This design comes from an exercise in tuning for small area and few clock cycles per item on the open sky130 flow, not from production work. The flow treats the clock pin as an ideal source. Dropping or thinning the clock tree relies on that and would not hold on a real chip. Power figures rest on the tool's default switching activity, not on a simulated workload.

Setup of run A:
Design ultrasonic_echo_ranger, start of the top module:
module ultrasonic_echo_ranger #(
  parameter int unsigned SAMPLES    = 5,
  parameter int unsigned WIDTH_BITS = 20
) (
  input  logic                              clk_i,
  input  logic                              rst_ni,
  input  logic [uer_pkg::IN_TDATA_W-1:0]    s_axis_tdata,
  input  logic                              s_axis_tvalid,
  output logic                              s_axis_tready,
  output logic [uer_pkg::OUT_TDATA_W-1:0]   m_axis_tdata,
  output logic                              m_axis_tvalid,
  input  logic                              m_axis_tready,
  input  logic                              cfg_we_i,
  input  logic [uer_pkg::CFG_IDX_W-1:0]     cfg_idx_i,
  input  logic [uer_pkg::CFG_DATA_W-1:0]    cfg_wdata_i
);
Size: roughly 440 cells after synthesis, roughly 64 I/O pins, about 3600 µm² of cells after synthesis.
Settings: LEC_CHECK=0, CAP_MARGIN=20, CORE_MARGIN=2, CORE_UTILIZATION=75, PLACE_DENSITY=0.9, SLEW_MARGIN=20; clock period 9.0 ns.
standard.sh (not shown) runs the stock make flow with config.mk's settings and CLKGATE_MAP_FILE= SYNTH_SCRIPT=/design/flow/synth_recipe.tcl, a recipe that flattens the netlist after the stock synthesis.
==> flow/flow/run.sh <==
#!/bin/bash
# Layout flow:
#  1. the standard synthesis (standard.sh synth, unchanged);
#  2. an area re-mapping of its combinational logic with Yosys/ABC
#     (registers are black boxes, so they keep names and cell types);
#  3. standard ORFS floorplan and placement, with the smallest buffer cell
#     on every port;
#  4. a small clock tree of our own (flow/mycts.tcl): the smallest of a few
#     buffer arrangements whose clock pin slews stay well under the limit;
#  5. standard ORFS routing and finish.
# Each tool's full output goes to a log file here (and ORFS's per-step logs
# under orfs/logs/).
set -euo pipefail
R=orfs/results/${FLOW_PLATFORM}/ultrasonic_echo_ranger/base
PLAT_DIR=${FLOW_HOME}/platforms/${FLOW_PLATFORM}
LIB=${PLAT_DIR}/lib/sky130_fd_sc_hd__tt_025C_1v80.lib
ARGS=("BUFFER_PORTS_ARGS=-buffer_cell sky130_fd_sc_hd__buf_1")

bash standard.sh synth > synth_std.log 2>&1

cp $R/1_2_yosys.v synth_std.v
sed -e "s|@LIB@|$LIB|g" -e "s|@IN@|synth_std.v|" -e "s|@OUT@|synth_area.v|" \
    -e "s|@TOP@|$FLOW_TOP|" -e "s|@ABC@|flow/area.abc|" -e "s|@STAT@|synth_area_stat.txt|" \
    flow/resynth.ys.in > resynth.ys
yosys -s resynth.ys > resynth.log 2>&1
cp synth_area.v $R/1_2_yosys.v
rm -f $R/1_synth.odb $R/1_synth.sdc

bash standard.sh "${ARGS[@]}" place > place_std.log 2>&1

# Clock tree: arrangements in order of buffer area (leaves, leaf cell, root
# cell); the first whose worst clock pin slew is at most 0.115 ns is kept.
SLEW_LIMIT=0.115
mkdir -p cts_try
chosen=""
i=0
for cfg in "4 clkbuf_8 clkbuf_8" "8 clkbuf_4 clkbuf_4" "8 clkbuf_4 clkbuf_8" \
           "16 clkbuf_2 clkbuf_8" "4 clkbuf_16 clkbuf_16"; do
  set -- $cfg
  PLAT_DIR=$PLAT_DIR IN_ODB=$R/3_place.odb IN_SDC=$R/3_place.sdc \
    OUT_ODB=cts_try/$i.odb OUT_SDC=cts_try/$i.sdc NLEAF=$1 \
    LEAF_BUF=sky130_fd_sc_hd__$2 ROOT_BUF=sky130_fd_sc_hd__$3 \
    openroad -no_init -exit flow/mycts.tcl > mycts_$i.log 2>&1
  res=$(grep '^CTS_RESULT' mycts_$i.log | tail -1)
  echo "try $i ($cfg): $res" >> mycts_choice.log
  slew=$(echo "$res" | awk '{print $3}')
  if [[ -n "$slew" ]] && awk -v s="$slew" -v l="$SLEW_LIMIT" 'BEGIN{exit !(s <= l)}'; then
    chosen=$i
    break
  fi
  i=$((i + 1))
done
[[ -n "$chosen" ]] || chosen=$i
echo "chosen $chosen" >> mycts_choice.log
cp cts_try/$chosen.odb $R/4_1_cts.odb
cp cts_try/$chosen.odb $R/4_cts.odb
cp cts_try/$chosen.sdc $R/4_cts.sdc
rm -rf cts_try

bash standard.sh "${ARGS[@]}" finish > finish_std.log 2>&1
Other scripts of this flow, unchanged in this note and not shown: flow/flow/area.abc, flow/flow/mycts.tcl, flow/flow/resynth.ys.in
Run A ran to completion and came out clean on the timing, DRC and antenna checks.
Inputs modified between run A and run B:
- changing CORE_UTILIZATION from 75 to 65
- changing PLACE_DENSITY from 0.9 to 0.8
Results
- Across run A and run B, none had a timing, DRC or antenna violation.
- Run B reports a lower total wire length than run A does.
- On hold slack, run A beats run B.
- Compared with run A, run B improves first-pass GRT wire length.
- Re cell depth of the worst flop-to-flop path: run A and run B aren't equal, and the lower value belongs to run A.
- Across both runs, sequential cell power was higher for run B than for run A.
- Of run A and run B, run B shows the lower worst setup slack after placement, with run A above it.
- Measured slew at the worst slew-check pin in run B is 0.18 ns above run A.
- Relative to run A, sequential share of layout area decreased by 0.38 points in run B.
Function was not checked in any run of this note: the RTL went through the layout flow alone. In every run of this note, the design's own scripts or RTL, not TritonCTS, make the clock network.

-- re-timing with driven ports --
In the flow no input, the clock included, has a driving cell. The finished layouts below were timed again as built, in two steps.
Step 1, drivers: a clkbuf_16 drives clk_i and a buf_2 each remaining input, both assumed.
Step 2 moves the port delays by t, midway between the first and last clock arrival at a register: inputs arrive t later, outputs are due t later. That takes back most of the time a late clock gives input paths.
a / b / c = ideal / step 1 / step 2; a / b = the first two.
run	shift t [ns]	setup slack, ns	worst register clock-pin slew, ns	cell pins on the clock port's net
run A	0.445	2.538 / 2.541 / 2.096	0.11 / 0.11	1
run B	0.443	1.888 / 1.892 / 1.450	0.11 / 0.11	1
After both steps every run listed still meets setup and hold. The setup slack of run A, which loses most, moves by +0.003 ns with the drivers and by -0.442 ns with both steps.
